What follows belongs to an exercise in optimizing a design on an open flow for small area, a short achievable clock period and few clock cycles per item; a production flow would make more cautious choices.
In this exercise RTL edits were held to simulation tests only and were not proved equivalent to the original.
Power and IR drop assume default switching activity.

run A:
Design complex_mult_pipe, start of the top module:
module complex_mult_pipe
#(
  parameter int WL    = 16,
  parameter int ROUND = fft_pkg::ROUND_HALFUP,
  parameter int SAT   = fft_pkg::SAT_CLAMP
) (
  input  logic                 clk,
  input  logic                 rst,
  input  logic                 in_valid,
  output logic                 in_ready,
  input  logic signed [WL-1:0] a_r,
  input  logic signed [WL-1:0] a_i,
  input  logic signed [WL-1:0] b_r,
  input  logic signed [WL-1:0] b_i,
  input  logic                 conj_b,
  output logic                 out_valid,
  input  logic                 out_ready,
  output logic signed [WL-1:0] out_r,
  output logic signed [WL-1:0] out_i,
  output logic                 out_ovf
);
  logic       v1, vm, vt, rdy, nrdy, ins;
  logic [3:0] qv, qv_n;
  logic       v1_n, vm_n, vt_n;
  assign in_ready  = rdy;
  assign out_valid = qv[0];
  assign ins       = vt;
  assign v1_n = ~nrdy ? in_valid : v1;
  assign vm_n = ~nrdy & v1;
  assign vt_n = vm;
  logic [3:0] qv_keep, qv_take;
  logic       rdy_keep, rdy_take;
  always_comb begin
    qv_keep = ins ? {qv[2:0], 1'b1} : qv;
    qv_take = qv[0] ? (ins ? qv : {1'b0, qv[3:1]}) : qv_keep;
  end
  assign rdy_keep = ~v1_n | (({2'b00, qv_keep[0]} + {2'b00, qv_keep[1]} + {2'b00, qv_keep[2]}
                              + {2'b00, qv_keep[3]} + {2'b00, vm_n} + {2'b00, vt_n}) <= 3'd3);
  assign rdy_take = ~v1_n | (({2'b00, qv_take[0]} + {2'b00, qv_take[1]} + {2'b00, qv_take[2]}
  ...
==> flow/config.mk <==
export PLATFORM = sky130hd
export DESIGN_NAME = complex_mult_pipe
export DESIGN_NICKNAME = complex_mult_pipe
export VERILOG_FILES = /design/flow/design.v
export SDC_FILE = /design/flow/constraint.sdc
export NUM_CORES = 4
export LEC_CHECK = 0
export CAP_MARGIN = 5
export CORE_MARGIN = 2
export CORE_UTILIZATION = 55
export PLACE_DENSITY = 0.75
export SETUP_SLACK_MARGIN = 4.8
export SLEW_MARGIN = 5
export SYNTH_HIERARCHICAL = 1
export SYNTH_MINIMUM_KEEP_SIZE = 0
==> flow/constraint.sdc <==
create_clock -name core_clock -period 8.0 [get_ports {clk}]
set_input_delay 1.6000 -clock core_clock [delete_from_list [all_inputs] [get_ports {clk}]]
set_output_delay 1.6000 -clock core_clock [all_outputs]
set_load 0.01 [all_outputs]
run.sh (not shown) runs the stock make flow with config.mk's settings and CLKGATE_MAP_FILE= SYNTH_SCRIPT=/design/flow/synth_recipe.tcl, a recipe that flattens the netlist after the stock synthesis.
Testbench counts of run A, summed over its fixed seeds: cycles 4,128, items 4,096.
What run B does differently from run A at the input level:
# run A
export LEC_CHECK = 0
export CAP_MARGIN = 5
export CORE_MARGIN = 2
export CORE_UTILIZATION = 55
export PLACE_DENSITY = 0.75
export SETUP_SLACK_MARGIN = 4.8
export SLEW_MARGIN = 5
export SYNTH_HIERARCHICAL = 1
export SYNTH_MINIMUM_KEEP_SIZE = 0
create_clock -name core_clock -period 8.0 [get_ports {clk}]
# run B
export LEC_CHECK = 0
export CAP_MARGIN = 5
export CORE_MARGIN = 2
export CORE_UTILIZATION = 65
export SETUP_SLACK_MARGIN = 4.8
export SLEW_MARGIN = 5
export SYNTH_HIERARCHICAL = 1
export SYNTH_MINIMUM_KEEP_SIZE = 0
create_clock -name core_clock -period 8.0 [get_ports {clk}]
Findings:
- Run B reached the end of the flow, and the finished layout is clean on the timing, design-rule and antenna checks.
- Against run A, run B comes in 12 points higher on fraction of the core area covered by cells at the end of the flow.
- Fill cell total of the finished layout of run B falls short of that of run A by more than 10%.
- Via count essentially unchanged between run A and run B.
- On run B: routing usage on met2 is 9.8 points higher than what run A gave.
- Summary: with run A as the reference, die width in run B moved down by a little under 10%.
- Changes observed in run B relative to run A: routed wirelength normalized by instance count higher; proportion of cell area occupied by registers roughly the same; number of standard cells in the final layout excluding fillers lower.
- Going from run A to run B, number of post-CTS setup repair buffers has increased, final cycle utilization of the critical path has increased, final worst slack has decreased.
Relative to run B, the following input files were edited for run C:
# run B
export LEC_CHECK = 0
export CAP_MARGIN = 5
export CORE_MARGIN = 2
export CORE_UTILIZATION = 65
export SETUP_SLACK_MARGIN = 4.8
export SLEW_MARGIN = 5
export SYNTH_HIERARCHICAL = 1
export SYNTH_MINIMUM_KEEP_SIZE = 0
create_clock -name core_clock -period 8.0 [get_ports {clk}]
# run C
export LEC_CHECK = 0
export CAP_MARGIN = 5
export CORE_MARGIN = 2
export CORE_UTILIZATION = 55
export SETUP_SLACK_MARGIN = 4.9
export SLEW_MARGIN = 5
export SYNTH_HIERARCHICAL = 1
export SYNTH_MINIMUM_KEEP_SIZE = 0
create_clock -name core_clock -period 8.0 [get_ports {clk}]
## What came out
In run C, the detailed-routing wirelength on met1 came out 12% above the value in run B. Wire length of the first global-routing pass is lower on run B. Die outline area delta (run C − run B): unfavourable. For number of clock buffers in the layout, dividing the value from run B by the value from run C gives 1.08. Number of buffers created by CTS: higher on run C. Against run B as the reference, run C delivers a higher power consumption. In the flow results for run C and run B, the effective utilization at floorplan is smaller on run C. Against run B, run C comes in 0.4 points higher on power share of the clock group. Sequential share of layout area: run C vs run B down 0.89 points. In run C, the final setup skew came out 5.3 ps below the value in run B. The proportion of power drawn by flip-flops and latches of run C is lower than that of run B.
Input changes introduced in run D (baseline for comparison: run C):
# run C
export LEC_CHECK = 0
export CAP_MARGIN = 5
export CORE_MARGIN = 2
export CORE_UTILIZATION = 55
export SETUP_SLACK_MARGIN = 4.9
export SLEW_MARGIN = 5
export SYNTH_HIERARCHICAL = 1
export SYNTH_MINIMUM_KEEP_SIZE = 0
create_clock -name core_clock -period 8.0 [get_ports {clk}]
# run D
export LEC_CHECK = 0
export CAP_MARGIN = 5
export CORE_MARGIN = 2
export CORE_UTILIZATION = 55
export SETUP_SLACK_MARGIN = 4.7
export SLEW_MARGIN = 5
export SYNTH_HIERARCHICAL = 1
export SYNTH_MINIMUM_KEEP_SIZE = 0
create_clock -name core_clock -period 8.0 [get_ports {clk}]
Notes after the runs:
Run D | stages: all done | timing, DRC, antenna: all pass
NOTE: first-iteration DRC count in run D falls short of that of run C
From run C to run D the numbers moved as follows: average cell area after synthesis held steady; power share of the sequential group saw an increase; sequential share of layout area increased by 1.1 points relative to the old numbers; wire length moved down.
Diff run C -> run D: total number of vias lost 1.0%, clock skew neither gained nor lost much, fraction of layout cells with a size suffix above 1 lost 6.3 points, final worst-path cycle share picked up an extra 0.38 points.
Cells: run D has fewer instances than run C


Setup of build 9:
Another version of the RTL of complex_mult_pipe (not shown whole).
For scale: roughly 510 flip-flops, roughly 100 I/O pins.
Settings: LEC_CHECK=0, CAP_MARGIN=20, CORE_MARGIN=2, CORE_UTILIZATION=55, SETUP_SLACK_MARGIN=4.5, SLEW_MARGIN=20, SYNTH_HIERARCHICAL=1, SYNTH_MINIMUM_KEEP_SIZE=0; clock period 8.0 ns.
Testbench counts of build 9, summed over its fixed seeds: cycles 4,128, items 4,096.
--- input diff build 9..build 81 ---
# build 9
export LEC_CHECK = 0
export CAP_MARGIN = 20
export CORE_MARGIN = 2
export CORE_UTILIZATION = 55
export SETUP_SLACK_MARGIN = 4.5
export SLEW_MARGIN = 20
export SYNTH_HIERARCHICAL = 1
export SYNTH_MINIMUM_KEEP_SIZE = 0
create_clock -name core_clock -period 8.0 [get_ports {clk}]
# build 81
export LEC_CHECK = 0
export CAP_MARGIN = 5
export CORE_MARGIN = 2
export CORE_UTILIZATION = 55
export SETUP_SLACK_MARGIN = 4.8
export SLEW_MARGIN = 5
export SYNTH_HIERARCHICAL = 1
export SYNTH_MINIMUM_KEEP_SIZE = 0
create_clock -name core_clock -period 8.0 [get_ports {clk}]
Notes after the runs:
Taking build 9 as the reference point, the max-slew headroom at the worst pin of build 81 rises by 4.8 points. A slowest cell on the critical path of fa_1 is what build 81 shows, while buf_4 belongs to build 9. On combinational power, build 9 and build 81 are basically level. Lower leakage dissipation goes to build 9 over build 81. Sequential cell count: build 81 vs build 9 identical. The setup slack in build 81 was higher than what build 9 gave. Comparing build 9 with build 81, the number of placed instances with taps included came out essentially unchanged. Re fmax: build 9 was lower than build 81. Every stage of the flow completed for build 81, and the final layout passed the timing, design-rule and antenna checks. Cmp build 81 vs build 9: sequential fraction of total cell area lower in build 81. Higher final instance area goes to build 81 over build 9.
## Diff of input files: build 23 against build 81
# build 81
export LEC_CHECK = 0
export CAP_MARGIN = 5
export CORE_MARGIN = 2
export CORE_UTILIZATION = 55
export SETUP_SLACK_MARGIN = 4.8
export SLEW_MARGIN = 5
export SYNTH_HIERARCHICAL = 1
export SYNTH_MINIMUM_KEEP_SIZE = 0
create_clock -name core_clock -period 8.0 [get_ports {clk}]
# build 23
export LEC_CHECK = 0
export CAP_MARGIN = 20
export CORE_MARGIN = 2
export CORE_UTILIZATION = 55
export SETUP_SLACK_MARGIN = 4.8
export SLEW_MARGIN = 20
export SYNTH_HIERARCHICAL = 1
export SYNTH_MINIMUM_KEEP_SIZE = 0
export TNS_END_PERCENT = 10
create_clock -name core_clock -period 8.0 [get_ports {clk}]
Findings:
- Build 23 reports a lower clock buffer count in the final layout than build 81 does.
- Comparing build 81 and build 23, the higher count of routing violations after the opening detailed-route iteration was measured on build 23.
- Looking at number of buffers other than clock buffers in the final layout, build 23 sits 26 above build 81.
The following lists how build 79 was set up differently from build 23:
# build 23
export LEC_CHECK = 0
export CAP_MARGIN = 20
export CORE_MARGIN = 2
export CORE_UTILIZATION = 55
export SETUP_SLACK_MARGIN = 4.8
export SLEW_MARGIN = 20
export SYNTH_HIERARCHICAL = 1
export SYNTH_MINIMUM_KEEP_SIZE = 0
export TNS_END_PERCENT = 10
create_clock -name core_clock -period 8.0 [get_ports {clk}]
# build 79
export LEC_CHECK = 0
export CAP_MARGIN = 20
export CORE_MARGIN = 2
export CORE_UTILIZATION = 55
export CTS_BUF_LIST = sky130_fd_sc_hd__clkbuf_4 sky130_fd_sc_hd__clkbuf_8
export SETUP_SLACK_MARGIN = 4.8
export SLEW_MARGIN = 20
export SYNTH_HIERARCHICAL = 1
export SYNTH_MINIMUM_KEEP_SIZE = 0
create_clock -name core_clock -period 8.0 [get_ports {clk}]
--- outcome ---
Delta (build 79 minus build 23): number of global-route vias before repair grew by 266, power share of the clock group saw little to no change. Re final critical-path required period: build 23 was lower than build 79. Per the comparison of build 79 with build 23, area of placed instances held steady, post-cts repair resize count grew by 41, total via count in the routed design grew by 133, non-clock buffer count shrank by about 3%, final wirelength shrank by 0.89%. Source of the critical timing path = bi_two[1]: build 23; source of the critical timing path = r_ar[2]: build 79. [compare] base=build 23 new=build 79: clock tree buffer depth held steady; met3 track utilization from global routing grew by 0.79 points.

## static timing again, ports no longer ideal
Ports are ideal in the flow. The routed layouts listed here were re-timed in OpenROAD.
Step 1, drivers: a clkbuf_16 drives clk and a buf_2 each remaining input, both assumed.
Step 2, shift: input delay + t, output delay - t, t = (earliest + latest rising clock arrival at the registers) / 2. This alone moves slack from input paths to output paths.
Slacks: ideal ports / drivers / drivers and shift; pairs: ideal ports / drivers.
run | t, ns | setup slack, ns | latest minus earliest clock arrival (ns) | slew at the worst register clock pin (ns) | worst data-port slew with drivers (ns)
run A | 0.684 | 4.815 / 4.810 / 4.281 | 0.073 / 0.072 | 0.07 / 0.07 | 0.05
run B | 0.659 | 4.775 / 4.775 / 4.634 | 0.024 / 0.024 | 0.06 / 0.06 | 0.08
run C | 0.677 | 4.749 / 4.749 / 4.466 | 0.019 / 0.019 | 0.07 / 0.07 | 0.07
run D | 0.667 | 4.719 / 4.719 / 4.215 | 0.021 / 0.021 | 0.07 / 0.07 | 0.07
build 9 | 0.682 | 4.563 / 4.563 / 4.204 | 0.023 / 0.022 | 0.07 / 0.07 | 0.10
build 81 | 0.689 | 4.822 / 4.809 / 4.289 | 0.019 / 0.018 | 0.07 / 0.07 | 0.08
build 23 | 0.703 | 4.780 / 4.780 / 4.225 | 0.019 / 0.020 | 0.08 / 0.08 | 0.10
build 79 | 0.786 | 4.764 / 4.764 / 4.251 | 0.041 / 0.041 | 0.08 / 0.08 | 0.08
After both steps setup and hold are still met in every run listed. The setup slack of build 23, which loses most, moves by 0.000 ns with the drivers and by -0.555 ns with both steps.
